This is an optimization exercise on Yosys and OpenROAD, whose aim is small area, a short achievable clock period and few clock cycles, not a production implementation.
Only simulation tests tie the RTL to the original design; equivalence was not proved.
No activity file was given, so power comes from the tool's default toggle rates.

### flow/design.v
package cpu_pkg;
    typedef logic [15:0] word_t;
    typedef logic [7:0]  bank_t;
    typedef logic [23:0] addr_t;    
    typedef logic [2:0]  reg_idx_t;
    typedef enum logic [3:0] {
        OP_NOP     = 4'h0,
        OP_MOV     = 4'h1,
        OP_ADD     = 4'h2,
        OP_SUB     = 4'h3,
        OP_AND     = 4'h4,
        OP_OR      = 4'h5,
        OP_XOR     = 4'h6,
        OP_CMP     = 4'h7,
        OP_MOVI    = 4'h8,
        OP_MUL     = 4'h9,
        OP_JMPI    = 4'hA,
        OP_JMP     = 4'hB,
        OP_BRANCH  = 4'hC,
        OP_LOAD    = 4'hD,
        OP_STORE   = 4'hE,
        OP_SPECIAL = 4'hF
    } opcode_t;
    typedef struct packed {
        opcode_t    opcode;
        reg_idx_t   rd;
        reg_idx_t   rs;
        reg_idx_t   rt;
        logic [2:0] func;    
    } instr_r_t;
    typedef struct packed {
        opcode_t    opcode;
        logic [2:0] sel;     
        logic [8:0] imm;
    } instr_i_t;
    typedef union packed {
        instr_r_t r;
        instr_i_t i;
    } instr_u;
    typedef enum logic [2:0] {
        ALU_ADD, ALU_SUB, ALU_AND, ALU_OR, ALU_XOR, ALU_MUL, ALU_PASS
    } alu_op_t;
    localparam int FLAG_Z = 0;
    localparam int FLAG_N = 1;
    localparam int FLAG_C = 2;
    localparam int FLAG_V = 3;
    localparam logic [2:0] COND_EQ = 3'd0;
    localparam logic [2:0] COND_NE = 3'd1;
    localparam logic [2:0] COND_CS = 3'd2;
    localparam logic [2:0] COND_CC = 3'd3;
    localparam logic [2:0] COND_MI = 3'd4;
    localparam logic [2:0] COND_PL = 3'd5;
    localparam logic [2:0] COND_VS = 3'd6;
    localparam logic [2:0] COND_VC = 3'd7;
    localparam logic [2:0] FUNC_MOV_RR       = 3'd0;    
    localparam logic [2:0] FUNC_MOV_TO_DBR   = 3'd2;    
    localparam logic [2:0] FUNC_MOV_FROM_DBR = 3'd3;    
    localparam logic [2:0] FUNC_HALT         = 3'd6;
endpackage
`timescale 1ns/1ps
module mul_cs (
    input  logic [15:0] a,
    input  logic [15:0] b,
    output logic [15:0] x,
    output logic [15:0] y
);
    logic s1, c2, s3, c4, s5, c6, s7, c8, s9, c10, s11, c12, s13, c14, s15, c16, s17, c18, s19, c20, s21, c22, s23, c24, s25, c26, s27, c28, s29, c30, s31, c32, s33, c34, s35, c36, s37, c38, s39, c40, s41, c42, s43, c44, s45, c46, s47, c48, s49, c50, s51, c52, s53, c54, s55, c56, s57, c58, s59, c60, s61, c62, s63, c64, s65, c66, s67, c68, s69, c70, s71, c72, s73, c74, s75, c76, s77, c78, s79, c80, s81, c82, s83, c84, s85, c86, s87, c88, s89, c90, s91, c92, s93, c94, s95, c96, s97, c98, s99, c100, s101, c102, s103, c104, s105, c106, s107, c108, s109, c110, s111, c112, s113, c114, s115, c116, s117, c118, s119, c120, s121, c122, s123, c124, s125, c126, s127, c128, s129, c130, s131, c132, s133, c134, s135, c136, s137, c138, s139, c140, s141, c142, s143, c144, s145, c146, s147, c148, s149, c150, s151, c152, s153, c154, s155, c156, s157, c158, s159, c160, s161, c162, s163, c164, s165, c166, s167, c168, s169, c170, s171, c172, s173, c174, s175, c176, s177, c178, s179, c180, s181, c182, s183, c184, s185, c186, s187, c188, s189, c190, s191, c192, s193, c194, s195, c196, s197, c198, s199, c200, s201, c202, s203, c204, s205, c206, s207, c208, s209, c210;
    assign s1 = (a[0] & b[13]) ^ (a[1] & b[12]);
    assign c2 = (a[0] & b[13]) & (a[1] & b[12]);
    assign s3 = (a[0] & b[14]) ^ (a[1] & b[13]) ^ (a[2] & b[12]);
    assign c4 = ((a[0] & b[14]) & (a[1] & b[13])) | ((a[0] & b[14]) & (a[2] & b[12])) | ((a[1] & b[13]) & (a[2] & b[12]));
    assign s5 = (a[3] & b[11]) ^ (a[4] & b[10]);
    assign c6 = (a[3] & b[11]) & (a[4] & b[10]);
    assign s7 = (a[0] & b[15]) ^ (a[1] & b[14]) ^ (a[2] & b[13]);
    assign c8 = ((a[0] & b[15]) & (a[1] & b[14])) | ((a[0] & b[15]) & (a[2] & b[13])) | ((a[1] & b[14]) & (a[2] & b[13]));
    assign s9 = (a[3] & b[12]) ^ (a[4] & b[11]) ^ (a[5] & b[10]);
    assign c10 = ((a[3] & b[12]) & (a[4] & b[11])) | ((a[3] & b[12]) & (a[5] & b[10])) | ((a[4] & b[11]) & (a[5] & b[10]));
    assign s11 = (a[6] & b[9]) ^ (a[7] & b[8]);
    assign c12 = (a[6] & b[9]) & (a[7] & b[8]);
    assign s13 = (a[0] & b[9]) ^ (a[1] & b[8]);
    assign c14 = (a[0] & b[9]) & (a[1] & b[8]);
    assign s15 = (a[0] & b[10]) ^ (a[1] & b[9]) ^ (a[2] & b[8]);
    assign c16 = ((a[0] & b[10]) & (a[1] & b[9])) | ((a[0] & b[10]) & (a[2] & b[8])) | ((a[1] & b[9]) & (a[2] & b[8]));
    assign s17 = (a[3] & b[7]) ^ (a[4] & b[6]);
    assign c18 = (a[3] & b[7]) & (a[4] & b[6]);
    assign s19 = (a[0] & b[11]) ^ (a[1] & b[10]) ^ (a[2] & b[9]);
    assign c20 = ((a[0] & b[11]) & (a[1] & b[10])) | ((a[0] & b[11]) & (a[2] & b[9])) | ((a[1] & b[10]) & (a[2] & b[9]));
    assign s21 = (a[3] & b[8]) ^ (a[4] & b[7]) ^ (a[5] & b[6]);
    assign c22 = ((a[3] & b[8]) & (a[4] & b[7])) | ((a[3] & b[8]) & (a[5] & b[6])) | ((a[4] & b[7]) & (a[5] & b[6]));
    assign s23 = (a[6] & b[5]) ^ (a[7] & b[4]);
    assign c24 = (a[6] & b[5]) & (a[7] & b[4]);
    assign s25 = (a[0] & b[12]) ^ (a[1] & b[11]) ^ (a[2] & b[10]);
    assign c26 = ((a[0] & b[12]) & (a[1] & b[11])) | ((a[0] & b[12]) & (a[2] & b[10])) | ((a[1] & b[11]) & (a[2] & b[10]));
    assign s27 = (a[3] & b[9]) ^ (a[4] & b[8]) ^ (a[5] & b[7]);
    assign c28 = ((a[3] & b[9]) & (a[4] & b[8])) | ((a[3] & b[9]) & (a[5] & b[7])) | ((a[4] & b[8]) & (a[5] & b[7]));
    assign s29 = (a[6] & b[6]) ^ (a[7] & b[5]) ^ (a[8] & b[4]);
    assign c30 = ((a[6] & b[6]) & (a[7] & b[5])) | ((a[6] & b[6]) & (a[8] & b[4])) | ((a[7] & b[5]) & (a[8] & b[4]));
    assign s31 = (a[9] & b[3]) ^ (a[10] & b[2]);
    assign c32 = (a[9] & b[3]) & (a[10] & b[2]);
    assign s33 = (a[2] & b[11]) ^ (a[3] & b[10]) ^ (a[4] & b[9]);
    assign c34 = ((a[2] & b[11]) & (a[3] & b[10])) | ((a[2] & b[11]) & (a[4] & b[9])) | ((a[3] & b[10]) & (a[4] & b[9]));
    assign s35 = (a[5] & b[8]) ^ (a[6] & b[7]) ^ (a[7] & b[6]);
    assign c36 = ((a[5] & b[8]) & (a[6] & b[7])) | ((a[5] & b[8]) & (a[7] & b[6])) | ((a[6] & b[7]) & (a[7] & b[6]));
    assign s37 = (a[8] & b[5]) ^ (a[9] & b[4]) ^ (a[10] & b[3]);
    assign c38 = ((a[8] & b[5]) & (a[9] & b[4])) | ((a[8] & b[5]) & (a[10] & b[3])) | ((a[9] & b[4]) & (a[10] & b[3]));
    assign s39 = (a[11] & b[2]) ^ (a[12] & b[1]) ^ (a[13] & b[0]);
    assign c40 = ((a[11] & b[2]) & (a[12] & b[1])) | ((a[11] & b[2]) & (a[13] & b[0])) | ((a[12] & b[1]) & (a[13] & b[0]));
    assign s41 = (a[5] & b[9]) ^ (a[6] & b[8]) ^ (a[7] & b[7]);
    assign c42 = ((a[5] & b[9]) & (a[6] & b[8])) | ((a[5] & b[9]) & (a[7] & b[7])) | ((a[6] & b[8]) & (a[7] & b[7]));
    assign s43 = (a[8] & b[6]) ^ (a[9] & b[5]) ^ (a[10] & b[4]);
    assign c44 = ((a[8] & b[6]) & (a[9] & b[5])) | ((a[8] & b[6]) & (a[10] & b[4])) | ((a[9] & b[5]) & (a[10] & b[4]));
    assign s45 = (a[11] & b[3]) ^ (a[12] & b[2]) ^ (a[13] & b[1]);
    assign c46 = ((a[11] & b[3]) & (a[12] & b[2])) | ((a[11] & b[3]) & (a[13] & b[1])) | ((a[12] & b[2]) & (a[13] & b[1]));
    assign s47 = (a[14] & b[0]) ^ c2 ^ s3;
    assign c48 = ((a[14] & b[0]) & c2) | ((a[14] & b[0]) & s3) | (c2 & s3);
    assign s49 = (a[8] & b[7]) ^ (a[9] & b[6]) ^ (a[10] & b[5]);
    assign c50 = ((a[8] & b[7]) & (a[9] & b[6])) | ((a[8] & b[7]) & (a[10] & b[5])) | ((a[9] & b[6]) & (a[10] & b[5]));
    assign s51 = (a[11] & b[4]) ^ (a[12] & b[3]) ^ (a[13] & b[2]);
    assign c52 = ((a[11] & b[4]) & (a[12] & b[3])) | ((a[11] & b[4]) & (a[13] & b[2])) | ((a[12] & b[3]) & (a[13] & b[2]));
    assign s53 = (a[14] & b[1]) ^ (a[15] & b[0]) ^ c4;
    assign c54 = ((a[14] & b[1]) & (a[15] & b[0])) | ((a[14] & b[1]) & c4) | ((a[15] & b[0]) & c4);
    assign s55 = c6 ^ s7 ^ s9;
    assign c56 = (c6 & s7) | (c6 & s9) | (s7 & s9);
    assign s57 = (a[0] & b[6]) ^ (a[1] & b[5]);
    assign c58 = (a[0] & b[6]) & (a[1] & b[5]);
    assign s59 = (a[0] & b[7]) ^ (a[1] & b[6]) ^ (a[2] & b[5]);
    assign c60 = ((a[0] & b[7]) & (a[1] & b[6])) | ((a[0] & b[7]) & (a[2] & b[5])) | ((a[1] & b[6]) & (a[2] & b[5]));
    assign s61 = (a[3] & b[4]) ^ (a[4] & b[3]);
    assign c62 = (a[3] & b[4]) & (a[4] & b[3]);
    assign s63 = (a[0] & b[8]) ^ (a[1] & b[7]) ^ (a[2] & b[6]);
    assign c64 = ((a[0] & b[8]) & (a[1] & b[7])) | ((a[0] & b[8]) & (a[2] & b[6])) | ((a[1] & b[7]) & (a[2] & b[6]));
    assign s65 = (a[3] & b[5]) ^ (a[4] & b[4]) ^ (a[5] & b[3]);
    assign c66 = ((a[3] & b[5]) & (a[4] & b[4])) | ((a[3] & b[5]) & (a[5] & b[3])) | ((a[4] & b[4]) & (a[5] & b[3]));
    assign s67 = (a[6] & b[2]) ^ (a[7] & b[1]);
    assign c68 = (a[6] & b[2]) & (a[7] & b[1]);
    assign s69 = (a[2] & b[7]) ^ (a[3] & b[6]) ^ (a[4] & b[5]);
    assign c70 = ((a[2] & b[7]) & (a[3] & b[6])) | ((a[2] & b[7]) & (a[4] & b[5])) | ((a[3] & b[6]) & (a[4] & b[5]));
    assign s71 = (a[5] & b[4]) ^ (a[6] & b[3]) ^ (a[7] & b[2]);
    assign c72 = ((a[5] & b[4]) & (a[6] & b[3])) | ((a[5] & b[4]) & (a[7] & b[2])) | ((a[6] & b[3]) & (a[7] & b[2]));
    assign s73 = (a[8] & b[1]) ^ (a[9] & b[0]) ^ s13;
    assign c74 = ((a[8] & b[1]) & (a[9] & b[0])) | ((a[8] & b[1]) & s13) | ((a[9] & b[0]) & s13);
    assign s75 = (a[5] & b[5]) ^ (a[6] & b[4]) ^ (a[7] & b[3]);
    assign c76 = ((a[5] & b[5]) & (a[6] & b[4])) | ((a[5] & b[5]) & (a[7] & b[3])) | ((a[6] & b[4]) & (a[7] & b[3]));
    assign s77 = (a[8] & b[2]) ^ (a[9] & b[1]) ^ (a[10] & b[0]);
    assign c78 = ((a[8] & b[2]) & (a[9] & b[1])) | ((a[8] & b[2]) & (a[10] & b[0])) | ((a[9] & b[1]) & (a[10] & b[0]));
    assign s79 = c14 ^ s15 ^ s17;
    assign c80 = (c14 & s15) | (c14 & s17) | (s15 & s17);
    assign s81 = (a[8] & b[3]) ^ (a[9] & b[2]) ^ (a[10] & b[1]);
    assign c82 = ((a[8] & b[3]) & (a[9] & b[2])) | ((a[8] & b[3]) & (a[10] & b[1])) | ((a[9] & b[2]) & (a[10] & b[1]));
    assign s83 = (a[11] & b[0]) ^ c16 ^ c18;
    assign c84 = ((a[11] & b[0]) & c16) | ((a[11] & b[0]) & c18) | (c16 & c18);
    assign s85 = s19 ^ s21 ^ s23;
    assign c86 = (s19 & s21) | (s19 & s23) | (s21 & s23);
    assign s87 = (a[11] & b[1]) ^ (a[12] & b[0]) ^ c20;
    assign c88 = ((a[11] & b[1]) & (a[12] & b[0])) | ((a[11] & b[1]) & c20) | ((a[12] & b[0]) & c20);
    assign s89 = c22 ^ c24 ^ s25;
    assign c90 = (c22 & c24) | (c22 & s25) | (c24 & s25);
    assign s91 = s27 ^ s29 ^ s31;
    assign c92 = (s27 & s29) | (s27 & s31) | (s29 & s31);
    assign s93 = s1 ^ c26 ^ c28;
    assign c94 = (s1 & c26) | (s1 & c28) | (c26 & c28);
    assign s95 = c30 ^ c32 ^ s33;
    assign c96 = (c30 & c32) | (c30 & s33) | (c32 & s33);
    assign s97 = s35 ^ s37 ^ s39;
    assign c98 = (s35 & s37) | (s35 & s39) | (s37 & s39);
    assign s99 = s5 ^ c34 ^ c36;
    assign c100 = (s5 & c34) | (s5 & c36) | (c34 & c36);
    assign s101 = c38 ^ c40 ^ s41;
    assign c102 = (c38 & c40) | (c38 & s41) | (c40 & s41);
    assign s103 = s43 ^ s45 ^ s47;
    assign c104 = (s43 & s45) | (s43 & s47) | (s45 & s47);
    assign s105 = s11 ^ c42 ^ c44;
    assign c106 = (s11 & c42) | (s11 & c44) | (c42 & c44);
    assign s107 = c46 ^ c48 ^ s49;
    assign c108 = (c46 & c48) | (c46 & s49) | (c48 & s49);
    assign s109 = s51 ^ s53 ^ s55;
    assign c110 = (s51 & s53) | (s51 & s55) | (s53 & s55);
    assign s111 = (a[0] & b[4]) ^ (a[1] & b[3]);
    assign c112 = (a[0] & b[4]) & (a[1] & b[3]);
    assign s113 = (a[0] & b[5]) ^ (a[1] & b[4]) ^ (a[2] & b[3]);
    assign c114 = ((a[0] & b[5]) & (a[1] & b[4])) | ((a[0] & b[5]) & (a[2] & b[3])) | ((a[1] & b[4]) & (a[2] & b[3]));
    assign s115 = (a[3] & b[2]) ^ (a[4] & b[1]);
    assign c116 = (a[3] & b[2]) & (a[4] & b[1]);
    assign s117 = (a[2] & b[4]) ^ (a[3] & b[3]) ^ (a[4] & b[2]);
    assign c118 = ((a[2] & b[4]) & (a[3] & b[3])) | ((a[2] & b[4]) & (a[4] & b[2])) | ((a[3] & b[3]) & (a[4] & b[2]));
    assign s119 = (a[5] & b[1]) ^ (a[6] & b[0]) ^ s57;
    assign c120 = ((a[5] & b[1]) & (a[6] & b[0])) | ((a[5] & b[1]) & s57) | ((a[6] & b[0]) & s57);
    assign s121 = (a[5] & b[2]) ^ (a[6] & b[1]) ^ (a[7] & b[0]);
    assign c122 = ((a[5] & b[2]) & (a[6] & b[1])) | ((a[5] & b[2]) & (a[7] & b[0])) | ((a[6] & b[1]) & (a[7] & b[0]));
    assign s123 = c58 ^ s59 ^ s61;
    assign c124 = (c58 & s59) | (c58 & s61) | (s59 & s61);
    assign s125 = (a[8] & b[0]) ^ c60 ^ c62;
    assign c126 = ((a[8] & b[0]) & c60) | ((a[8] & b[0]) & c62) | (c60 & c62);
    assign s127 = s63 ^ s65 ^ s67;
    assign c128 = (s63 & s65) | (s63 & s67) | (s65 & s67);
    assign s129 = c64 ^ c66 ^ c68;
    assign c130 = (c64 & c66) | (c64 & c68) | (c66 & c68);
    assign s131 = s69 ^ s71 ^ s73;
    assign c132 = (s69 & s71) | (s69 & s73) | (s71 & s73);
    assign s133 = c70 ^ c72 ^ c74;
    assign c134 = (c70 & c72) | (c70 & c74) | (c72 & c74);
    assign s135 = s75 ^ s77 ^ s79;
    assign c136 = (s75 & s77) | (s75 & s79) | (s77 & s79);
    assign s137 = c76 ^ c78 ^ c80;
    assign c138 = (c76 & c78) | (c76 & c80) | (c78 & c80);
    assign s139 = s81 ^ s83 ^ s85;
    assign c140 = (s81 & s83) | (s81 & s85) | (s83 & s85);
    assign s141 = c82 ^ c84 ^ c86;
    assign c142 = (c82 & c84) | (c82 & c86) | (c84 & c86);
    assign s143 = s87 ^ s89 ^ s91;
    assign c144 = (s87 & s89) | (s87 & s91) | (s89 & s91);
    assign s145 = c88 ^ c90 ^ c92;
    assign c146 = (c88 & c90) | (c88 & c92) | (c90 & c92);
    assign s147 = s93 ^ s95 ^ s97;
    assign c148 = (s93 & s95) | (s93 & s97) | (s95 & s97);
    assign s149 = c94 ^ c96 ^ c98;
    assign c150 = (c94 & c96) | (c94 & c98) | (c96 & c98);
    assign s151 = s99 ^ s101 ^ s103;
    assign c152 = (s99 & s101) | (s99 & s103) | (s101 & s103);
    assign s153 = c100 ^ c102 ^ c104;
    assign c154 = (c100 & c102) | (c100 & c104) | (c102 & c104);
    assign s155 = s105 ^ s107 ^ s109;
    assign c156 = (s105 & s107) | (s105 & s109) | (s107 & s109);
    assign s157 = (a[0] & b[3]) ^ (a[1] & b[2]);
    assign c158 = (a[0] & b[3]) & (a[1] & b[2]);
    assign s159 = (a[2] & b[2]) ^ (a[3] & b[1]) ^ (a[4] & b[0]);
    assign c160 = ((a[2] & b[2]) & (a[3] & b[1])) | ((a[2] & b[2]) & (a[4] & b[0])) | ((a[3] & b[1]) & (a[4] & b[0]));
    assign s161 = (a[5] & b[0]) ^ c112 ^ s113;
    assign c162 = ((a[5] & b[0]) & c112) | ((a[5] & b[0]) & s113) | (c112 & s113);
    assign s163 = c114 ^ c116 ^ s117;
    assign c164 = (c114 & c116) | (c114 & s117) | (c116 & s117);
    assign s165 = c118 ^ c120 ^ s121;
    assign c166 = (c118 & c120) | (c118 & s121) | (c120 & s121);
    assign s167 = c122 ^ c124 ^ s125;
    assign c168 = (c122 & c124) | (c122 & s125) | (c124 & s125);
    assign s169 = c126 ^ c128 ^ s129;
    assign c170 = (c126 & c128) | (c126 & s129) | (c128 & s129);
    assign s171 = c130 ^ c132 ^ s133;
    assign c172 = (c130 & c132) | (c130 & s133) | (c132 & s133);
    assign s173 = c134 ^ c136 ^ s137;
    assign c174 = (c134 & c136) | (c134 & s137) | (c136 & s137);
    assign s175 = c138 ^ c140 ^ s141;
    assign c176 = (c138 & c140) | (c138 & s141) | (c140 & s141);
    assign s177 = c142 ^ c144 ^ s145;
    assign c178 = (c142 & c144) | (c142 & s145) | (c144 & s145);
    assign s179 = c146 ^ c148 ^ s149;
    assign c180 = (c146 & c148) | (c146 & s149) | (c148 & s149);
    assign s181 = c150 ^ c152 ^ s153;
    assign c182 = (c150 & c152) | (c150 & s153) | (c152 & s153);
    assign s183 = (a[0] & b[2]) ^ (a[1] & b[1]);
    assign c184 = (a[0] & b[2]) & (a[1] & b[1]);
    assign s185 = (a[2] & b[1]) ^ (a[3] & b[0]) ^ s157;
    assign c186 = ((a[2] & b[1]) & (a[3] & b[0])) | ((a[2] & b[1]) & s157) | ((a[3] & b[0]) & s157);
    assign s187 = s111 ^ c158 ^ s159;
    assign c188 = (s111 & c158) | (s111 & s159) | (c158 & s159);
    assign s189 = s115 ^ c160 ^ s161;
    assign c190 = (s115 & c160) | (s115 & s161) | (c160 & s161);
    assign s191 = s119 ^ c162 ^ s163;
    assign c192 = (s119 & c162) | (s119 & s163) | (c162 & s163);
    assign s193 = s123 ^ c164 ^ s165;
    assign c194 = (s123 & c164) | (s123 & s165) | (c164 & s165);
    assign s195 = s127 ^ c166 ^ s167;
    assign c196 = (s127 & c166) | (s127 & s167) | (c166 & s167);
    assign s197 = s131 ^ c168 ^ s169;
    assign c198 = (s131 & c168) | (s131 & s169) | (c168 & s169);
    assign s199 = s135 ^ c170 ^ s171;
    assign c200 = (s135 & c170) | (s135 & s171) | (c170 & s171);
    assign s201 = s139 ^ c172 ^ s173;
    assign c202 = (s139 & c172) | (s139 & s173) | (c172 & s173);
    assign s203 = s143 ^ c174 ^ s175;
    assign c204 = (s143 & c174) | (s143 & s175) | (c174 & s175);
    assign s205 = s147 ^ c176 ^ s177;
    assign c206 = (s147 & c176) | (s147 & s177) | (c176 & s177);
    assign s207 = s151 ^ c178 ^ s179;
    assign c208 = (s151 & c178) | (s151 & s179) | (c178 & s179);
    assign s209 = s155 ^ c180 ^ s181;
    assign c210 = (s155 & c180) | (s155 & s181) | (c180 & s181);
    assign x = {c208, c206, c204, c202, c200, c198, c196, c194, c192, c190, c188, c186, c184, (a[2] & b[0]), (a[0] & b[1]), (a[0] & b[0])};
    assign y = {s209, s207, s205, s203, s201, s199, s197, s195, s193, s191, s189, s187, s185, s183, (a[1] & b[0]), 1'b0};
endmodule
`timescale 1ns/1ps
module nc_cpu_top #(
    parameter logic [7:0]  RESET_BANK      = 8'h01,
    parameter logic [15:0] RESET_OFFSET    = 16'h8000,
    parameter logic [7:0]  RESET_DATA_BANK = 8'h00
) (
    input  logic        clk,
    input  logic        reset_n,
    output logic        mem_valid,
    output logic        mem_we,
    output logic [23:0] mem_addr,
    output logic [15:0] mem_wdata,
    input  logic        mem_ready,
    input  logic [15:0] mem_rdata,
    output logic        halted
);
    logic [15:0] regs [8];   
    logic [7:0]  rv;         
    logic        fz, fn, fc, fv;
    logic [7:0]  dbr;
    logic [15:0] ir;        
    logic        iv;        
    logic        run;       
    logic [15:0] fa;        
    logic        mph;       
    logic [15:0] mx, my;    
    logic        sv;
    logic [2:0]  sa, sd;
    logic        d_mem, d_st, d_halt, d_mul, d_fwd;
    logic        d_uj;          
    logic        d_sub;         
    logic [7:0]  d_bc;          
    function automatic logic [16:0] add16(input logic [15:0] x, input logic [15:0] y,
                                          input logic ci);
        logic [15:0] p, g, gg, pp;
        p  = x ^ y;
        g  = x & y;
        gg = g;
        pp = p;
        gg[0] = g[0] | (p[0] & ci);
        for (int k = 0; k < 4; k++)
            for (int i = 0; i < 16; i++)
                if (i[k]) begin
                    gg[i] = gg[i] | (pp[i] & gg[((i >> k) << k) - 1]);
                    pp[i] = pp[i] & pp[((i >> k) << k) - 1];
                end
        add16 = {gg[15], p ^ {gg[14:0], ci}};
    endfunction
    logic [3:0]  op, nop;
    assign nop  = mem_rdata[15:12];
    logic [2:0]  rd, rs, fnc;
    logic [15:0] simm;
    assign op   = ir[15:12];
    assign rd   = ir[11:9];
    assign rs   = ir[8:6];
    assign fnc  = ir[2:0];
    assign simm = {{7{ir[8]}}, ir[8:0]};    
    logic is_jmp, is_ld;
    assign is_jmp  = (op == 4'hB);
    assign is_ld   = d_mem && !d_st;
    logic [15:0] a_val, b_val;
    logic taken;
    assign taken = d_uj || (d_bc[0] &&  fz) || (d_bc[1] && !fz)
                        || (d_bc[2] &&  fc) || (d_bc[3] && !fc)
                        || (d_bc[4] &&  fn) || (d_bc[5] && !fn)
                        || (d_bc[6] &&  fv) || (d_bc[7] && !fv);
    logic        redir, dacc, hlt, mul0, fetching;
    logic [15:0] target, cur, fa_next;
    logic [15:0] tgt;       
    assign redir   = iv && taken;
    assign target  = is_jmp ? a_val : tgt;
    assign cur     = redir ? target : fa;
    assign fa_next = cur + 16'd2;
    assign dacc     = iv && d_mem;
    assign hlt      = iv && d_halt;
    assign mul0     = iv && d_mul && !mph;
    assign fetching = run && !dacc && !hlt && !mul0;
    assign halted    = hlt;
    assign mem_valid = run && !hlt && !mul0;
    assign mem_we    = dacc && d_st;
    assign mem_addr  = {dacc ? dbr : RESET_BANK, redir ? target : dacc ? a_val : fa};
    assign mem_wdata = b_val;
    logic        sub, cin;
    logic [16:0] sum;
    logic [15:0] bx, mhi, res;
    logic        carry, ovf, z_sum;
    assign sub   = d_sub;
    assign cin   = sub;
    assign bx    = b_val;
    assign sum = add16(a_val, bx, cin);
    assign carry = sum[16] ^ sub;
    assign ovf   = (a_val[15] == bx[15]) && (sum[15] != a_val[15]);
    assign z_sum = &(~((a_val ^ bx) ^ {a_val[14:0] | bx[14:0], cin}));
    logic [15:0] mx_d, my_d;
    mul_cs i_mul (.a(a_val), .b(b_val), .x(mx_d), .y(my_d));
    assign mhi = mx + my;
    logic        wr, set_zn, set_cv, dbr_wr, zr, use_sum;
    logic [15:0] ores;
    always_comb begin
        ores    = a_val;
        use_sum = 1'b0;
        wr      = 1'b0;
        set_cv  = 1'b0;
        dbr_wr  = 1'b0;
        case (op)
            4'h1: begin
                ores   = (fnc == 3'd3) ? {8'h00, dbr} : a_val;
                wr     = (fnc == 3'd0) || (fnc == 3'd3);
                dbr_wr = (fnc == 3'd2);
            end
            4'h2, 4'h3: begin use_sum = 1'b1; wr = 1'b1; set_cv = 1'b1; end
            4'h7:       begin use_sum = 1'b1; set_cv = 1'b1; end
            4'h4: begin ores = a_val & b_val; wr = 1'b1; end
            4'h5: begin ores = a_val | b_val; wr = 1'b1; end
            4'h6: begin ores = a_val ^ b_val; wr = 1'b1; end
            4'h8: begin ores = simm; wr = 1'b1; end
            4'h9: begin ores = mhi; wr = 1'b1; end
            4'hD: begin ores = d_fwd ? b_val : mem_rdata; wr = 1'b1; end
            default: ;
        endcase
        set_zn = wr || (op == 4'h7) || is_ld;
        res    = use_sum ? sum[15:0] : ores;
        zr     = use_sum ? z_sum : (ores == 16'd0);
    end
    logic ex_alu, ex_ld, wen;
    assign ex_alu = iv && !d_mem && !mul0;
    assign ex_ld  = iv && is_ld && mem_ready;
    assign wen    = (ex_alu && wr) || ex_ld;
    logic st_kill, alu_kill, fwd_hit;
    assign alu_kill = ex_alu && ((wr && (rd == sa || rd == sd)) || dbr_wr);
    assign st_kill  = alu_kill || (ex_ld && (rd == sa || rd == sd));
    assign fwd_hit  = (nop == 4'hD) && sv && !alu_kill && (mem_rdata[8:6] == sa);
    always_ff @(posedge clk or negedge reset_n) begin
        if (!reset_n) begin
            rv <= 8'h00;
            {fz, fn, fc, fv} <= 4'h0;
            dbr <= RESET_DATA_BANK;
            sv  <= 1'b0;
            sa  <= 3'd0;
            sd  <= 3'd0;
        end else begin
            if (wen)
                rv[rd] <= 1'b1;
            if ((ex_alu && set_zn) || ex_ld) begin
                fz <= zr;
                fn <= res[15];
            end
            if (ex_alu && set_cv) begin
                fc <= carry;
                fv <= ovf;
            end
            if (ex_alu && dbr_wr)
                dbr <= a_val[7:0];
            if (iv && d_st) begin
                sv <= 1'b1;
                sa <= rs;
                sd <= rd;
            end else if (st_kill) begin
                sv <= 1'b0;
            end
        end
    end
    always_ff @(posedge clk or negedge reset_n) begin
        if (!reset_n) begin
            run <= 1'b0;
            iv  <= 1'b0;
            mph <= 1'b0;
            fa  <= RESET_OFFSET;
        end else begin
            run <= 1'b1;
            mph <= mul0;
            if (fetching) begin
                iv <= mem_ready;
                fa <= mem_ready ? fa_next : cur;
            end else if (dacc && mem_ready) begin
                iv <= 1'b0;
            end
        end
    end
    logic [2:0]  na, nb;
    logic [15:0] simm2;     
    assign simm2 = {{7{mem_rdata[8]}}, mem_rdata[8:0]} + 16'd2;
    logic [16:0] tgt_d;
    assign tgt_d = add16(cur, simm2, 1'b0);
    logic        nsub;      
    assign nsub  = (nop == 4'h3) || (nop == 4'h7);
    logic        haz_a, haz_b;
    assign na    = mem_rdata[8:6];
    assign nb    = (nop == 4'hE) ? mem_rdata[11:9] : (nop == 4'hD) ? sd : mem_rdata[5:3];
    assign haz_a = ex_alu && wr && (rd == na);
    assign haz_b = ex_alu && wr && (rd == nb);
    always_ff @(posedge clk) begin
        if (wen)
            regs[rd] <= res;
        if (fetching && mem_ready) begin
            a_val <= haz_a ? res : (regs[na] & {16{rv[na]}});
            tgt   <= (nop == 4'hA) ? {cur[15:9], mem_rdata[8:0]} : tgt_d[15:0];
            b_val <= (haz_b ? res : (regs[nb] & {16{rv[nb]}})) ^ {16{nsub}};
        end
    end
    always_ff @(posedge clk) begin
        mx <= mx_d;
        my <= my_d;
        if (fetching && mem_ready) begin
            ir     <= mem_rdata;
            d_mem  <= (nop == 4'hE) || ((nop == 4'hD) && !fwd_hit);
            d_fwd  <= fwd_hit;
            d_st   <= (nop == 4'hE);
            d_halt <= (nop == 4'hF) && (mem_rdata[2:0] == 3'd6);
            d_mul  <= (nop == 4'h9);
            d_uj   <= (nop == 4'hA) || (nop == 4'hB);
            d_sub  <= nsub;
            for (int i = 0; i < 8; i++)
                d_bc[i] <= (nop == 4'hC) && (mem_rdata[11:9] == i[2:0]);
        end
    end
endmodule
### flow/flow/run.sh
#!/bin/bash
set -euo pipefail
MARGIN=$(cat flow/margin.txt)
bash standard.sh SETUP_SLACK_MARGIN=$MARGIN \
    "BUFFER_PORTS_ARGS=-buffer_cell sky130_fd_sc_hd__buf_4" finish > flow_make.log 2>&1
### flow/flow/margin.txt
6.45
### flow/standard.sh
#!/bin/bash
# synth_recipe.tcl (not shown) runs the flow's synth.tcl, then flattens the netlist and writes it again
# the make line also repeats each setting of config.mk as NAME=value (left out here)
make -C /OpenROAD-flow-scripts/flow DESIGN_CONFIG=/design/flow/config.mk WORK_HOME=/design/flow/orfs CLKGATE_MAP_FILE= SYNTH_SCRIPT=/design/flow/synth_recipe.tcl "${@:-finish}"
### flow/config.mk
export PLATFORM = sky130hd
export DESIGN_NAME = nc_cpu_top
export DESIGN_NICKNAME = nc_cpu_top
export VERILOG_FILES = /design/flow/design.v
export SDC_FILE = /design/flow/constraint.sdc
export NUM_CORES = 4
export LEC_CHECK = 0
export CAP_MARGIN = 20
export CORE_MARGIN = 2
export CORE_UTILIZATION = 40
export CTS_CLUSTER_DIAMETER = 100
export CTS_CLUSTER_SIZE = 22
export PLACE_DENSITY = 0.6
export SLEW_MARGIN = 20
export TNS_END_PERCENT = 0
### flow/constraint.sdc
create_clock -name core_clock -period 11.0 [get_ports {clk}]
set_input_delay 2.2000 -clock core_clock [delete_from_list [all_inputs] [get_ports {clk}]]
set_output_delay 2.2000 -clock core_clock [all_outputs]
set_load 0.01 [all_outputs]
==> metrics.md, run 1 <==
| Metric | Value |
|---|---|
| Ratio of cells with drive above 1 in the final layout | 0.185 |
| Most frequent cells in the layout | 207 x edfxtp_1, 173 x nor2_1, 159 x nand2_1, 140 x inv_1, 117 x buf_4 |
| Area delta synth->final | 13.6% |
| YS warnings | 1 |
| Crit-path cells | mux2i_1 > nand3b_1 > o21ai_2 > buf_6 > nor2_4 > a21oi_4 > buf_12 > buf_6 > nor2_2 > nor2_2 > buf_6 |
| Antenna violations before repair | 0 |
| First-pass GRT wire length | 93600 um |
| Synth Cell Area | 0.0193 mm^2 |
| Clock buffer depth | 3 |
| Synthesized netlist cell count | 1758 |
| Syn avg cell area | 11.0 um^2 |
| RSZ-0062 raised after global routing | true |
| Most common cell after layout, fill and taps aside | edfxtp_1 |
| GP Congestion | 0.979 |
| Internal power | 0.00234 W |
| Core area | 0.0477 mm^2 |
| Clock sinks | 284 |
| Worst vdd ir | 0.000107 V |
| Initial drt markers | 1511 |
| Final setup fails | 0 |
| Reg power frac | 0.387 |
| Clock power frac | 0.198 |
| Worst EP arrival | 2.45 ns |
| Design area | 0.0220 mm^2 |
| Primary FF master, synth | edfxtp_1 |
| Max Clock Skew | 0.0344 ns |
| Switching power | 0.00141 W |
| Rel. slew slack | 0.281 |
| I/O Pins | 62 |
| Detailed placement HPWL | 45600 um |
| WP data required | 8.80 ns |
| Worst Tran Pin Value | 1.08 ns |
| Initial DRT Pass Iterations | 6 |
| Number of global-route vias before repair | 14600 |
| Max Freq | 215 MHz |
| Die Ht | 224 um |
| Fin Setup TNS | 0 ns |
| CP max stage cell | dfrtp_1 |
| Ant diodes | 0 |
| Worst-Skew Late Latency | 0.57 ns |
| Die area | 0.0501 mm^2 |
| Seq cells post-synth | 284 |
| Largest net degree at the start of global routing | 65 |
| Status | timing/DRC/antenna clean |
| Cts bufs inserted | 18 |
| WS Path Type | flop to primary output |
| Final Hold Viols | 0 |
| Reg clk slew, reported paths | 0.09 ns |
| Ys async rst share | 0.162 |
| CTS Hold Bufs | 0 |
| DRC errors left | 0 |
| CTS tree | done |
| Max Slew Vio Count | 0 |
| Final worst-path cycle share | 0.422 |
| Tmin final | 4.65 ns |
| NumNets Final | 2018 |
| Max Cap Viol | 0 |
| CP most frequent cell | buf_6 |
| Via count | 14600 |
| Critical path endpoint category | primary output |
| Crit-path max cell delay | 0.40 ns |
| Leakage | 8.66 nW |
| Synthesized Nets | 1942 |
| Total power per unit cell area | 171 mW/mm^2 |
| ANT nets after route | 0 |
| Port bufs | 61 |
| GRT Util Overall | 0.251 |
| Crit path max fanout | 5 |
| Top delay family on crit path | buffers and inverters |
| Die W | 224 um |
| DP Area | 0.0207 mm^2 |
| Vias/cell | 5.92 |
| Routed WL | 62900 um |
| Hold Crit Class | flop to flop |
| WP buf/inv | 4 |
| Clock Root Buffer | clkbuf_16 |
| Wire length per cell | 25.6 um |
| Initial Utilization | 0.405 |
| Aggregate global routing overflow | 0 |
| H-tree levels | 1 |
| Switching part of the total | 0.376 |
| Logic gate share of total power | 0.415 |
| EDFF count, synth | 207 |
| Sequential area share after synthesis | 0.413 |
| Worst setup SP type | flop |
| Yosys cell types | 84 |
| Row cnt | 80 |
==> power groups by stage <==
stage                     logic [W]  registers, W  clock network (W)
after global placement      0.00142       0.00147                  0
after detailed placement    0.00146       0.00147                  0
after global routing        0.00172       0.00146           0.000797
after floorplan             0.00104       0.00142                  0
final                       0.00156       0.00145           0.000744
after CTS                   0.00149       0.00144           0.000763
==> registers in the layout, indices dropped and copies added, names as in the netlist, 3 cells and up <==
register and flops:
a_val 16, b_val 16, d_bc 8, dbr 8, fa 16, ir 16, mx 16, my 15
regs 128, rv 8, sa 3, sd 3, tgt 16
==> synthesized netlist by cell type, types with 11 or more instances <==
master | instances | share of area
ha_1 | 78 | 0.050
dfrtp_1 | 45 | 0.058
xor2_1 | 33 | 0.015
a21o_1 | 19 | 0.0074
edfxtp_1 | 207 | 0.32
nor3_1 | 29 | 0.0075
mux2i_1 | 73 | 0.038
buf_2 | 11 | 0.0028
nand2_1 | 163 | 0.032
mux2_2 | 25 | 0.015
o21ai_0 | 85 | 0.022
a21oi_1 | 49 | 0.013
clkbuf_1 | 55 | 0.011
xnor2_1 | 85 | 0.038
nor2_1 | 197 | 0.038
nand3_1 | 20 | 0.0052
o22ai_1 | 33 | 0.011
inv_1 | 142 | 0.028
mux4_2 | 66 | 0.077
dfxtp_1 | 31 | 0.032
and3_1 | 17 | 0.0055
fa_1 | 87 | 0.090
==> per-layer routing <==
layer | GRT usage | vias up | share of wire
met3 | 0.0296 | 171 | 0.060
met2 | 0.413 | 642 | 0.47
li1 | - | 6414 | -
met1 | 0.332 | 7341 | 0.41
met5 | 0 | - | 0
met4 | 0.121 | 0 | 0.056
==> area by class of cell <==
cell class                      instances  area, um^2
Multi-Input combinational cell       1249       10900
Sequential cell                       284        7990
Inverter                              148         567
Tap cell                              615         769
Fill cell                            4444       25800
Clock buffer                           27         484
Clock inverter                          5         105
Timing Repair Buffer                  133        1110
==> final timing paths <==
kind | startpoint | to | slack (ns) | cells past startpoint
max | fz$_DFFE_PN0P_ | mem_addr[5] | 6.35 | 11
min | rv[4]$_DFFE_PN0N_ | rv[4]$_DFFE_PN0N_ | 0.51 | 1
max reg2reg | a_val[0]$_DFFE_PP_ | my[15]$_DFF_P_ | 6.45 | 13
min reg2reg | rv[4]$_DFFE_PN0N_ | rv[4]$_DFFE_PN0N_ | 0.51 | 1
max in group asynchronous | reset_n | iv$_DFFE_PN0P_ | 8.81 | 1
min in group asynchronous | reset_n | rv[7]$_DFFE_PN0N_ | 1.67 | 1
==> cells by family (layout without fill, tap and decap cells) <==
logic type                 count (synthesis)  count (layout)  synth area share
other                                      1               1          0.000194
buffers and inverters                    225             313            0.0450
muxes                                    167             167             0.132
DFF                                      284             284             0.413
adders and majority gates                165             165             0.140
xor gates and xnor gates                 118             118            0.0534
and+or+nand+nor                          506             506             0.118
AOI/OAI and AO/OA                        292             292            0.0971
==> through the flow <==
step / utilization / hold slack, ns / total power [W] / instances / worst slack [ns]
after floorplan: - / 0.439 / 0.00246 / 1758 / 6.34
after global placement: 0.433 / 0.481 / 0.00289 / 2392 / 5.50
after detailed placement: 0.433 / 0.488 / 0.00293 / 2393 / 5.45
after CTS: 0.449 / 0.508 / 0.00370 / 2435 / 6.26
after global routing: 0.460 / 0.523 / 0.00398 / 2461 / 6.30
final: 0.460 / 0.507 / 0.00376 / 2461 / 6.35
==> repair_timing <==
item / 4_1_cts / 5_1_grt
buffers inserted: 10 / 23
endpoints found under the hold margin: 0 / 0
endpoints found under the setup margin: 50 / 60
gates resized for setup: 24 / 65
pin swaps: 3 / 16
cloned: 0 / 2
Testbench counts, summed over its fixed seeds: cycles 79,294.
==> inputs of run 2 (changes only) <==
==> flow/flow/margin.txt (replaced) <==
6.25
--- a/flow/config.mk
+++ b/flow/config.mk
@@ -12,4 +12,3 @@
 export CTS_CLUSTER_SIZE = 22
 export PLACE_DENSITY = 0.6
 export SLEW_MARGIN = 20
-export TNS_END_PERCENT = 0
==> run 2 against run 1 <==
  * Synthesized cell count unchanged
  * Wire length fell by 0.97%
  * Die area unchanged
  * Sequential power hardly changed
  * Clock skew is 0.0073 ns lower
  * Largest cell class unchanged
  * Final area is 1.6% lower
  * Setup slack worse by 0.097 ns
  * Sequential share of layout area grew 0.60 points
  * Utilization is 0.76 points lower
==> metrics.md, run 2 <==
| Metric | Value |
|---|---|
| Most common cell after layout, fill and taps aside | edfxtp_1 |
| Worst EP arrival | 2.54 ns |
| Post-synth top area cell | edfxtp_1 |
| Number of global-route vias before repair | 14600 |
| Critical path endpoint category | primary output |
| Core area | 0.0477 mm^2 |
| Seq cells post-synth | 284 |
| Wire length per cell | 25.5 um |
| Fin Setup TNS | 0 ns |
| Worst vdd ir | 0.000107 V |
| Synthesized netlist cell count | 1758 |
| Synth cell count leaders | 207 x edfxtp_1, 197 x nor2_1, 163 x nand2_1 |
| Status | timing/DRC/antenna clean |
| Synth Area in XOR/XNOR | 0.0534 |
| Cts bufs inserted | 18 |
| Top delay family on crit path | compound AO/OA/AOI/OAI gates |
| Synth Area in Simple Gates | 0.118 |
| WS Path Type | flop to primary output |
| Yosys cell types | 84 |
| CP max stage cell | dfrtp_1 |
| Most flop-heavy register | regs |
| Largest net degree at the start of global routing | 80 |
| Syn avg cell area | 11.0 um^2 |
| Final Hold Viols | 0 |
| Antenna violations before repair | 1 |
| H-tree levels | 1 |
| Reg2reg setup slack | 6.55 ns |
| Max Slew Vio Count | 0 |
| Final setup fails | 0 |
| GP Congestion | 0.992 |
| Total power per unit cell area | 171 mW/mm^2 |
| Via count | 14400 |
| Adder-Cell Fraction of Synth Area | 0.140 |
| Design Power | 0.00369 W |
| Die Ht | 224 um |
| Initial drt markers | 1505 |
| Clock buffer depth | 3 |
| CTS tree | done |
| Rel. slew slack | 0.253 |
| Worst-Skew Late Latency | 0.56 ns |
| Complex-gate fraction of the synthesized area | 0.0971 |
| Area delta synth->final | 11.7% |
| Max reg flops | 128 |
| ANT nets after route | 0 |
| First-pass GRT wire length | 93200 um |
| Largest cells by area after synthesis | edfxtp_1 32%, fa_1 9.0%, mux4_2 7.7% |
| Initial Utilization | 0.405 |
| Synthesized Nets | 1942 |
| Max Clock Skew | 0.0271 ns |
| Cell with the most instances after synthesis | edfxtp_1 |
| Ys async rst share | 0.162 |
| Max Freq | 211 MHz |
| Crit-path cells | mux2i_1 > nand3b_1 > o21ai_2 > buf_6 > nor2_4 > a21oi_4 > buf_12 > nor2_1 > nor2_2 > buf_4 |
| WP buf/inv | 3 |
| Clock Root Buffer | clkbuf_16 |
| Multiplexer area fraction after synthesis | 0.132 |
| Leakage | 8.52 nW |
| EDFF count, synth | 207 |
| DRC errors left | 0 |
| GRT Util Overall | 0.250 |
| Most frequent cells in the layout | 207 x edfxtp_1, 174 x nor2_1, 160 x nand2_1, 142 x inv_1, 100 x buf_4 |
| Internal power | 0.00230 W |
| Die area | 0.0501 mm^2 |
| Tmin final | 4.74 ns |
| Primary FF master, synth | edfxtp_1 |
| Routed WL | 62300 um |
| Max Cap Viol | 0 |
| Crit-path max cell delay | 0.42 ns |
| Worst Tran Pin Value | 1.09 ns |
| Reg power frac | 0.391 |
| Reg clk slew, reported paths | 0.09 ns |
| Clock power frac | 0.195 |
| Top cell type's share of synthesized area | 0.321 |
| Ant diodes | 0 |
| Detailed placement HPWL | 45100 um |
| Clock sinks | 284 |
| Sequential area share after synthesis | 0.413 |
| Row cnt | 80 |
| RSZ-0062 raised after global routing | true |
| Synth Cell Area | 0.0193 mm^2 |
| Switching power | 0.00139 W |
| NumNets Final | 1997 |
| Vias/cell | 5.90 |
| Initial DRT Pass Iterations | 6 |
| WP data required | 8.80 ns |
| Largest family of logic cells by synthesized area | adder cells |
| Hold Crit Class | flop to flop |
| Aggregate global routing overflow | 0 |
| Ratio of cells with drive above 1 in the final layout | 0.165 |
| Switching part of the total | 0.377 |
| Worst setup SP type | flop |
| YS warnings | 1 |
| Port bufs | 61 |
| Die W | 224 um |
| I/O Pins | 62 |
| Final Util | 0.452 |
| Final worst-path cycle share | 0.431 |
| Logic gate share of total power | 0.414 |
| Crit path max fanout | 7 |
==> run 2: cell counts after synthesis <==
No cell type changed its count.
==> run 2: power by group through the flow <==
stage | sequential, W | clock [W] | combinational, W
2_1_floorplan | 0.00142 | 0 | 0.00103
3_3_place_gp | 0.00146 | 0 | 0.00143
3_5_place_dp | 0.00146 | 0 | 0.00146
4_1_cts | 0.00144 | 0.000741 | 0.00149
5_1_grt | 0.00145 | 0.000777 | 0.00168
6_report | 0.00144 | 0.000720 | 0.00153
==> run 2: repair_timing <==
action | CTS | global route
buffers inserted | 10 | 0
pin swaps | 2 | 18
endpoints found under the setup margin | 50 | 26
cloned | 0 | 2
hold buffers | 0 | 0
gates resized for setup | 20 | 36
==> run 2: logic make-up after synthesis <==
logic type      count (synthesis)
flops                         284
xor+xnor                      118
buf+inv                       225
other cells                     1
mux                           167
compound gates                292
simple gates                  506
fa+ha+maj                     165
==> run 2: final timing paths <==
kind / from / endpoint / depth (start not counted)
max in group asynchronous: reset_n / fa[9]$_DFFE_PN0P_ / 1
max reg2reg: b_val[5]$_DFFE_PP_ / a_val[15]$_DFFE_PP_ / 10
min in group asynchronous: reset_n / rv[3]$_DFFE_PN0N_ / 1
max: fz$_DFFE_PN0P_ / mem_addr[7] / 10
min reg2reg: rv[1]$_DFFE_PN0N_ / rv[1]$_DFFE_PN0N_ / 1
min: rv[1]$_DFFE_PN0N_ / rv[1]$_DFFE_PN0N_ / 1
==> run 2: layout make-up <==
| cell class | instances | area (um^2) |
|---|---|---|
| clock inverter | 6 | 83.8 |
| fill | 4364 | 26100 |
| multi-input combinational | 1249 | 10700 |
| clock buffer | 26 | 490 |
| timing repair buffer | 112 | 967 |
| tap | 615 | 769 |
| sequential | 284 | 7990 |
| inverter | 148 | 561 |
==> run 2: through the flow <==
stage | area [um^2] | hold WS, ns | cells | setup slack, ns
global route | 21600 | 0.531 | 2440 | 6.18
CTS | 21400 | 0.496 | 2437 | 6.24
global placement | 20600 | 0.473 | 2395 | 5.42
detailed placement | 20600 | 0.477 | 2395 | 5.37
floorplan | 19400 | 0.439 | 1758 | 6.23
finish | 21600 | 0.491 | 2440 | 6.26
==> run 2: per-layer routing <==
| metal | GRT usage | part of all wire |
|---|---|---|
| met5 | 0 | 0 |
| met4 | 0.103 | 0.046 |
| met3 | 0.0359 | 0.063 |
| met2 | 0.420 | 0.48 |
| met1 | 0.326 | 0.41 |
==> inputs of run 3 (changes only) <==
==> flow/flow/margin.txt (replaced) <==
6.4
==> run 3 against run 2 <==
  * Still clean on timing, DRC and antenna
  * Non-clock buffer count up 8
  * Flip-flop and latch count unchanged
  * Sequential share of layout area down 0.54 points
  * Clock power up 4.4%
  * Utilization up 0.68 points
  * Register-to-register slack worse by 0.03 ns
  * Wire length up 2.0%
  * Worst hold slack better by 0.019 ns
  * Critical path type unchanged
  * Critical endpoint is now mem_addr[11]
  * Highest routed layer unchanged
==> metrics.md, run 3 <==
| Metric | Value |
|---|---|
| Status | timing/DRC/antenna clean |
| Most frequent cells in the layout | 207 x edfxtp_1, 173 x nor2_1, 158 x nand2_1, 141 x inv_1, 104 x buf_4 |
| Worst-Skew Late Latency | 0.57 ns |
| WP buf/inv | 3 |
| RSZ-0062 raised after global routing | true |
| Final Hold Viols | 0 |
| I/O Pins | 62 |
| DP Area | 0.0206 mm^2 |
| Rel. slew slack | 0.262 |
| Reg clk slew, reported paths | 0.09 ns |
| CP most frequent cell | buf_4 |
| Ys async rst share | 0.162 |
| Reg-to-reg endpoint | a_val[15]$_DFFE_PP_ |
| YS warnings | 1 |
| FF-to-FF path depth | 10 |
| Worst setup SP type | flop |
| Die Ht | 224 um |
| Seq cells post-synth | 284 |
| Max Clock Skew | 0.0290 ns |
| Reg power frac | 0.388 |
| Initial DRT Pass Iterations | 7 |
| Most flop-heavy register | regs |
| Top cell type's share of synthesized area | 0.321 |
| Post-synth top area cell | edfxtp_1 |
| Syn avg cell area | 11.0 um^2 |
| Row cnt | 80 |
| Total power per unit cell area | 171 mW/mm^2 |
| Max Cap Viol | 0 |
| Primary FF master, synth | edfxtp_1 |
| EDFF count, synth | 207 |
| Ant diodes | 0 |
| Crit path max fanout | 8 |
| CP max stage cell | dfrtp_1 |
| Placed Instances | 2388 |
| Synthesized Nets | 1942 |
| Worst EP arrival | 2.51 ns |
| Finished Layout Cells | 2451 |
| Clock power frac | 0.200 |
| Crit-path max cell delay | 0.42 ns |
| Via count | 14600 |
| Worst hold path endpoint | rv[2]$_DFFE_PN0N_ |
| NumNets Final | 2007 |
| Final worst-path cycle share | 0.428 |
| Logic gate share of total power | 0.411 |
| Dpl ws | 5.42 ns |
| Antenna violations before repair | 0 |
| Largest cells by area after synthesis | edfxtp_1 32%, fa_1 9.0%, mux4_2 7.7% |
| Die W | 224 um |
| Sequential area share after synthesis | 0.413 |
| Max reg flops | 128 |
| Core area | 0.0477 mm^2 |
| First-pass GRT wire length | 93600 um |
| Reg2reg setup slack | 6.52 ns |
| Crit-path cells | mux2i_2 > nand2_2 > buf_4 > buf_4 > o21a_4 > nand2_4 > o22ai_1 > nor2_4 > buf_4 |
| Fin Setup TNS | 0 ns |
| Max Slew Vio Count | 0 |
| CTS Hold Bufs | 0 |
| Detailed placement HPWL | 45200 um |
| H-tree levels | 1 |
| Worst vdd ir | 0.000134 V |
| Die area | 0.0501 mm^2 |
| Synth Cell Area | 0.0193 mm^2 |
| Clock Root Buffer | clkbuf_16 |
| ANT nets after route | 0 |
| Design area | 0.0219 mm^2 |
| Switching part of the total | 0.381 |
| Synth cell count leaders | 207 x edfxtp_1, 197 x nor2_1, 163 x nand2_1 |
| Cell with the most instances after synthesis | edfxtp_1 |
| Final setup fails | 0 |
| Hold Crit Depth | 1 |
| Hold Crit Class | flop to flop |
| Clock sinks | 284 |
| Most common cell after layout, fill and taps aside | edfxtp_1 |
| Switching power | 0.00143 W |
| Ratio of cells with drive above 1 in the final layout | 0.182 |
| Cts bufs inserted | 19 |
| WP data required | 8.80 ns |
| Initial drt markers | 1518 |
| Yosys cell types | 84 |
| Area delta synth->final | 13.4% |
| Vias/cell | 5.95 |
| GRT Util Overall | 0.253 |
| Port bufs | 61 |
| Final worst slack | 6.29 ns |
| Top delay family on crit path | flip-flops |
| Synthesized netlist cell count | 1758 |
| Routed WL | 63600 um |
| Internal power | 0.00233 W |
| Largest net degree at the start of global routing | 80 |
| DRC errors left | 0 |
| GP Congestion | 0.976 |
| Critical path endpoint category | primary output |
| Aggregate global routing overflow | 0 |
| Initial Utilization | 0.405 |
| CTS tree | done |
| Number of global-route vias before repair | 14500 |
| Max Freq | 212 MHz |
| Leakage | 8.62 nW |
| WS Path Type | flop to primary output |
| HP Start | rv[2]$_DFFE_PN0N_ |
| Clock buffer depth | 3 |
| R2R Path Start | b_val[3]$_DFFE_PP_ |
| Tmin final | 4.71 ns |
| Wire length per cell | 26.0 um |
| Worst Tran Pin Value | 1.10 ns |
## run 3: cell counts after synthesis
Identical to the previous run, type by type.
## run 3: cell families (layout without fill, tap and decap cells)
logic type / count (synthesis) / count (layout) / share of synthesized area
adder cells (fa/ha/maj): 165 / 165 / 0.140
other: 1 / 1 / 0.000194
flip-flops: 284 / 284 / 0.413
multiplexers: 167 / 167 / 0.132
AO/OA/AOI/OAI: 292 / 292 / 0.0971
XOR/XNOR: 118 / 118 / 0.0534
AND/OR/NAND/NOR: 506 / 507 / 0.118
buffers and inverters: 225 / 302 / 0.0450
## run 3: layout make-up
class / instances / area [um^2]
flip-flops and latches: 284 / 7990
repair buffers: 120 / 1050
well taps: 615 / 769
inverters: 148 / 564
multi-input cells: 1250 / 11000
fillers: 4311 / 25800
clock inverters: 9 / 95.1
clock buffers: 25 / 498
## run 3: worst max path at each step
stage | to | depth (start not counted) | from | slack (ns)
finish | mem_addr[11] | 9 | fn$_DFFE_PN0P_ | 6.29
CTS | mem_addr[1] | 10 | fz$_DFFE_PN0P_ | 6.33
global route | mem_addr[11] | 9 | fn$_DFFE_PN0P_ | 6.26
detailed placement | b_val[14]$_DFFE_PP_ | 11 | mem_rdata[13] | 5.42
global placement | b_val[12]$_DFFE_PP_ | 10 | mem_rdata[13] | 5.45
floorplan | tgt[15]$_DFFE_PP_ | 14 | mem_rdata[7] | 6.34
## run 3: power groups by stage
| stage | registers (W) | logic, W | clock network (W) |
|---|---|---|---|
| 5_1_grt | 0.00147 | 0.00170 | 0.000797 |
| 3_5_place_dp | 0.00148 | 0.00144 | 0 |
| 2_1_floorplan | 0.00142 | 0.00104 | 0 |
| 6_report | 0.00146 | 0.00155 | 0.000752 |
| 4_1_cts | 0.00146 | 0.00150 | 0.000768 |
| 3_3_place_gp | 0.00147 | 0.00141 | 0 |
## run 3: worst register-to-register path: stages, from the launching register on
cell       delay (ns)
edfxtp_1         0.59
inv_1            0.60
ha_1             0.43
and3_1           0.23
a211oi_2         0.45
a211o_1          0.31
nand3_1          0.15
a31oi_1          0.47
mux2i_1          0.19
or3_1            0.57
o2bb2ai_1        0.24
## run 3: what timing repair did
action                                  4_1_cts  5_1_grt
pin swaps                                    18        9
setup buffers                                17        6
endpoints found under the setup margin       61       34
cloned                                        2        1
resized for setup                            57       34
## run 3: layer usage
metal | part of all wire | vias to the layer above | track usage
met3 | 0.072 | 154 | 0.0378
met1 | 0.40 | 7366 | 0.330
met4 | 0.049 | 0 | 0.106
met5 | 0 | - | 0
li1 | - | 6405 | -
met2 | 0.48 | 667 | 0.421
## run 3: stage by stage
stage | util | hold slack, ns | power [W]
floorplan | - | 0.439 | 0.00246
detailed placement | 0.432 | 0.489 | 0.00291
global route | 0.459 | 0.541 | 0.00396
global placement | 0.432 | 0.485 | 0.00288
CTS | 0.453 | 0.510 | 0.00372
finish | 0.459 | 0.510 | 0.00376
==> inputs of run 4 (changes only) <==
==> flow/flow/margin.txt (replaced) <==
6.45
==> run 4 against run 3 <==
  * Flip-flop and latch count unchanged
  * Sequential share of layout area decreased by 0.060 points
  * Worst hold slack improved by 0.0017 ns
  * Power about the same
  * Maximum frequency increased by 1.6%
  * Setup slack improved by 0.076 ns
  * Via count decreased by 0.47%
  * Combinational power about the same
  * Final area increased by 0.17%
  * Largest power group unchanged
  * Still clean on timing, DRC and antenna
==> metrics.md, run 4 <==
| Metric | Value |
|---|---|
| CTS tree | done |
| Cts bufs inserted | 18 |
| Most common cell after layout, fill and taps aside | edfxtp_1 |
| Die area | 0.0501 mm^2 |
| Number of fill cells in the layout | 4357 |
| Final worst-path cycle share | 0.422 |
| EDFF count, synth | 207 |
| CTS Hold Bufs | 0 |
| Worst Tran Pin Value | 1.13 ns |
| Cell with the most instances after synthesis | edfxtp_1 |
| I/O Pins | 62 |
| Yosys cell types | 84 |
| Total power per unit cell area | 171 mW/mm^2 |
| Clock buffer depth | 3 |
| Critical path endpoint category | primary output |
| Primary FF master, synth | edfxtp_1 |
| WS Path Type | flop to primary output |
| Most flop-heavy register | regs |
| Internal power | 0.00234 W |
| Ant diodes | 0 |
| Most frequent cells in the layout | 207 x edfxtp_1, 169 x nor2_1, 158 x nand2_1, 138 x inv_1, 103 x buf_4 |
| Row cnt | 80 |
| Max Clock Skew | 0.0361 ns |
| Die Ht | 224 um |
| Max Slew Vio Count | 0 |
| First-pass GRT wire length | 94200 um |
| Leakage | 8.61 nW |
| Rel. slew slack | 0.249 |
| Max reg flops | 128 |
| Logic gate share of total power | 0.416 |
| Largest net degree at the start of global routing | 80 |
| Clock power frac | 0.196 |
| Detailed placement HPWL | 45200 um |
| Routed WL | 63000 um |
| Clock sinks | 284 |
| Synth Cell Area | 0.0193 mm^2 |
| Final Hold Viols | 0 |
| Seq cells post-synth | 284 |
| Via count | 14500 |
| Antenna violations before repair | 0 |
| Final worst slack | 6.36 ns |
| RSZ-0062 raised after global routing | true |
| Dpl ws | 5.49 ns |
| Crit path max fanout | 4 |
| DRC errors left | 0 |
| Ys async rst share | 0.162 |
| Synthesized Nets | 1942 |
| Port bufs | 61 |
| Aggregate global routing overflow | 0 |
| Worst vdd ir | 0.000125 V |
| Top cell type's share of synthesized area | 0.321 |
| Worst setup SP type | flop |
| Vias/cell | 5.93 |
| Sequential area share after synthesis | 0.413 |
| Switching power | 0.00142 W |
| Fin Setup TNS | 0 ns |
| Clock Root Buffer | clkbuf_16 |
| Switching part of the total | 0.376 |
| Synth cell count leaders | 207 x edfxtp_1, 197 x nor2_1, 163 x nand2_1 |
| Worst EP arrival | 2.44 ns |
| Initial DRT Pass Iterations | 7 |
| ANT nets after route | 0 |
| Initial Utilization | 0.405 |
| Status | timing/DRC/antenna clean |
| Final setup fails | 0 |
| WP data required | 8.80 ns |
| Die W | 224 um |
| Reg power frac | 0.388 |
| Core area | 0.0477 mm^2 |
| Wire length per cell | 25.7 um |
| Number of global-route vias before repair | 14900 |
| Tmin final | 4.64 ns |
| Reg clk slew, reported paths | 0.09 ns |
| Max Freq | 216 MHz |
| Worst-Skew Late Latency | 0.57 ns |
| Initial drt markers | 1550 |
| H-tree levels | 1 |
| GRT Util Overall | 0.252 |
| Synthesized netlist cell count | 1758 |
| Hold Crit Class | flop to flop |
| Max Cap Viol | 0 |
| Ratio of cells with drive above 1 in the final layout | 0.188 |
| NumNets Final | 2006 |
| YS warnings | 1 |
| GP Congestion | 0.966 |
| Largest cells by area after synthesis | edfxtp_1 32%, fa_1 9.0%, mux4_2 7.7% |
| Post-synth top area cell | edfxtp_1 |
| Syn avg cell area | 11.0 um^2 |
| Area delta synth->final | 13.6% |
[run 4: cell counts after synthesis]
Identical to the previous run, type by type.
[run 4: final timing paths]
kind | start | slack [ns] | to | cells past startpoint
max | fn$_DFFE_PN0P_ | 6.36 | mem_addr[9] | 10
min | dbr[1]$_DFFE_PN0P_ | 0.51 | dbr[1]$_DFFE_PN0P_ | 2
max reg2reg | a_val[3]$_DFFE_PP_ | 6.57 | a_val[15]$_DFFE_PP_ | 11
min reg2reg | dbr[1]$_DFFE_PN0P_ | 0.51 | dbr[1]$_DFFE_PN0P_ | 2
max in group asynchronous | reset_n | 8.76 | iv$_DFFE_PN0P_ | 1
min in group asynchronous | reset_n | 1.68 | rv[3]$_DFFE_PN0N_ | 1
[run 4: kinds of logic after synthesis]
kind of cell	Yosys count	synth area share
and+or+nand+nor	506	0.118
AOI/OAI and AO/OA	292	0.0971
DFF	284	0.413
buffers and inverters	225	0.0450
muxes	167	0.132
adders and majority gates	165	0.140
xor gates and xnor gates	118	0.0534
other	1	0.000194
[run 4: power groups by stage]
stage                     sequential (W)  combinational [W]  clock, W
after floorplan                  0.00142            0.00104         0
after global placement           0.00147            0.00141         0
after detailed placement         0.00147            0.00144         0
after CTS                        0.00145            0.00152  0.000755
after global routing             0.00147            0.00172  0.000788
final                            0.00146            0.00156  0.000737
[run 4: worst max-delay path, stage by stage, from the launching register on]
cell and delay (ns):
dfrtp_1 0.40, mux2i_2 0.30, nand2_2 0.11, o21ai_2 0.17, buf_6 0.13, nor2_4 0.04
a21oi_4 0.22, buf_6 0.18, nor2_2 0.05, nor2_2 0.14, buf_4 0.14
[run 4: repair_timing]
| action | 4_1_cts | 5_1_grt |
|---|---|---|
| setup buffers | 13 | 12 |
| cloned | 0 | 2 |
| setup endpoints to repair | 62 | 33 |
| gates resized for setup | 85 | 18 |
| pin swaps | 19 | 12 |
[run 4: routing by layer]
layer	part of all wire	track usage
met3	0.062	0.0290
met4	0.047	0.107
met5	0	0
met1	0.41	0.330
met2	0.48	0.426
[run 4: final cells by class]
class                   instances  area, um^2  share of cell area
clock buffers                  27         484              0.0220
clock inverters                 5         101             0.00461
inverters                     148         571              0.0260
multi-input cells            1250       11000               0.502
flip-flops and latches        284        7990               0.364
well taps                     615         769              0.0350
repair buffers                120        1020              0.0465
[run 4: metrics by stage]
step | std cells | total power [W] | hold slack [ns] | cell area, um^2 | util
4_1_cts | 2434 | 0.00373 | 0.506 | 21700 | 0.455
3_3_place_gp | 2388 | 0.00288 | 0.473 | 20600 | 0.432
5_1_grt | 2449 | 0.00398 | 0.525 | 22000 | 0.460
6_report | 2449 | 0.00376 | 0.512 | 22000 | 0.460
3_5_place_dp | 2389 | 0.00292 | 0.485 | 20700 | 0.433
2_1_floorplan | 1758 | 0.00246 | 0.439 | 19500 | -
==> inputs of run 5 (changes only) <==
==> flow/flow/margin.txt (replaced) <==
6.35
==> run 5 against run 4 <==
  * Final cell count up 0.16%
  * Register-to-register slack better by 0.02 ns
  * Largest cell class unchanged
  * Highest routed layer unchanged
  * Utilization down 0.57 points
  * Critical endpoint is now mem_addr[5]
  * Largest power group unchanged
  * Clock skew about the same
  * Maximum frequency up 0.32%
  * Still clean
==> metrics.md, run 5 <==
| Metric | Value |
|---|---|
| Core area | 0.0477 mm^2 |
| Sequential area share after synthesis | 0.413 |
| Top cell type's share of synthesized area | 0.321 |
| Max reg flops | 128 |
| Most frequent cells in the layout | 207 x edfxtp_1, 184 x nor2_1, 159 x nand2_1, 139 x inv_1, 113 x buf_4 |
| I/O Pins | 62 |
| Met2 WL | 29700 um |
| Ratio of cells with drive above 1 in the final layout | 0.172 |
| Synth cell count leaders | 207 x edfxtp_1, 197 x nor2_1, 163 x nand2_1 |
| Cell with the most instances after synthesis | edfxtp_1 |
| Max Used Layer | met4 |
| Final Util | 0.454 |
| GRT Util Overall | 0.250 |
| Die area | 0.0501 mm^2 |
| Worst EP arrival | 2.42 ns |
| Ant diodes | 0 |
| Largest cells by area after synthesis | edfxtp_1 32%, fa_1 9.0%, mux4_2 7.7% |
| Status | timing/DRC/antenna clean |
| Initial drt markers | 1512 |
| Row cnt | 80 |
| Post-synth top area cell | edfxtp_1 |
| Tmin final | 4.62 ns |
| Max Freq | 216 MHz |
| Critical path endpoint category | primary output |
| Number of global-route vias before repair | 14600 |
| Top delay family on crit path | compound AO/OA/AOI/OAI gates |
| Yosys cell types | 84 |
| Number of fill cells in the layout | 4390 |
| EDFF count, synth | 207 |
| Final worst-path cycle share | 0.420 |
| Max Slew Vio Count | 0 |
| Antenna violations before repair | 0 |
| Synthesized netlist cell count | 1758 |
| H-tree levels | 1 |
| Worst setup SP type | flop |
| Cts bufs inserted | 19 |
| Max Clock Skew | 0.0365 ns |
| Rel. slew slack | 0.261 |
| First-pass GRT wire length | 93400 um |
| Worst vdd ir | 0.000107 V |
| Initial Utilization | 0.405 |
| Placed Instances | 2392 |
| Synth Cell Area | 0.0193 mm^2 |
| Area delta synth->final | 12.2% |
| WP buf/inv | 3 |
| Worst hold margin | 0.492 ns |
| Final Hold Viols | 0 |
| Detailed placement HPWL | 45200 um |
| Synthesized Nets | 1942 |
| Crit-path cells | mux2i_2 > nand2_2 > o21ai_2 > buf_6 > buf_4 > nand2_4 > o22ai_1 > nor2_2 > buf_4 |
| Hold Crit Class | flop to flop |
| Routed WL | 62500 um |
| Max Cap Viol | 0 |
| Most flop-heavy register | regs |
| Via count | 14400 |
| Final setup fails | 0 |
| WL met3 | 3990 um |
| Finished Layout Cells | 2453 |
| Met1 wire length | 25700 um |
| CP most frequent cell | buf_4 |
| Total power per unit cell area | 171 mW/mm^2 |
| WS Path Type | flop to primary output |
| Reg2reg setup slack | 6.59 ns |
| Die W | 224 um |
| Die Ht | 224 um |
| CP max stage cell | dfrtp_1 |
| RSZ-0062 raised after global routing | true |
| Worst Tran Pin Value | 1.08 ns |
| Initial DRT Pass Iterations | 5 |
| YS warnings | 1 |
| Wire length per cell | 25.5 um |
-- run 5: cells by family after synthesis --
| logic type | count (synthesis) | share of synthesized area |
|---|---|---|
| AO/OA/AOI/OAI | 292 | 0.0971 |
| XOR/XNOR | 118 | 0.0534 |
| adder cells (fa/ha/maj) | 165 | 0.140 |
| buffers and inverters | 225 | 0.0450 |
| flip-flops | 284 | 0.413 |
| multiplexers | 167 | 0.132 |
| other | 1 | 0.000194 |
| AND/OR/NAND/NOR | 506 | 0.118 |
-- run 5: final timing paths --
check | start | end | depth (start not counted)
hold reg to reg | rv[1]$_DFFE_PN0N_ | rv[1]$_DFFE_PN0N_ | 1
hold / removal | rv[1]$_DFFE_PN0N_ | rv[1]$_DFFE_PN0N_ | 1
setup reg to reg | a_val[3]$_DFFE_PP_ | a_val[15]$_DFFE_PP_ | 11
setup / recovery | fv$_DFFE_PN0P_ | mem_addr[5] | 9
max in group asynchronous | reset_n | fa[11]$_DFFE_PN0P_ | 1
min in group asynchronous | reset_n | rv[3]$_DFFE_PN0N_ | 1
-- run 5: stage by stage --
step / power (W) / instance area, um^2 / setup slack (ns)
2_1_floorplan: 0.00246 / 19500 / 6.34
3_5_place_dp: 0.00292 / 20700 / 5.42
6_report: 0.00371 / 21700 / 6.38
3_3_place_gp: 0.00288 / 20600 / 5.29
4_1_cts: 0.00370 / 21500 / 6.37
5_1_grt: 0.00392 / 21700 / 6.32
-- run 5: timing repair --
action	4_1_cts	5_1_grt
setup endpoints to repair	52	24
cloned	1	1
setup buffers	13	11
pin swaps	7	6
hold buffers	0	0
resized for setup	34	10
-- run 5: power by group --
group / internal [W] / switching (W)
clock: 0.000339 / 0.000412
sequential: 0.00133 / 0.000116
combinational: 0.000638 / 0.000877
-- run 5: worst reg2reg max path, cell delays in order, from the launching register on --
cell and delay, ns:
edfxtp_1 0.33, buf_4 0.25, clkinvlp_4 0.46, ha_1 0.56, and3_1 0.24, a211oi_2 0.42
a211o_1 0.29, nand3_1 0.13, a31oi_1 0.46, mux2i_1 0.21, or3_1 0.57, o2bb2ai_1 0.22
-- run 5: metal layers --
layer  up-vias  global-route usage
met5         -                   0
met4         0               0.108
met3       136              0.0300
met2       569               0.419
met1      7318               0.329
li1       6417                   -
-- run 5: layout make-up --
| type | instances | area [um^2] | share of cell area |
|---|---|---|---|
| flip-flops and latches | 284 | 7990 | 0.368 |
| multi-input cells | 1250 | 10800 | 0.497 |
| repair buffers | 122 | 992 | 0.0457 |
| inverters | 148 | 566 | 0.0261 |
| well taps | 615 | 769 | 0.0355 |
| clock buffers | 26 | 502 | 0.0231 |
| clock inverters | 8 | 95.1 | 0.00438 |
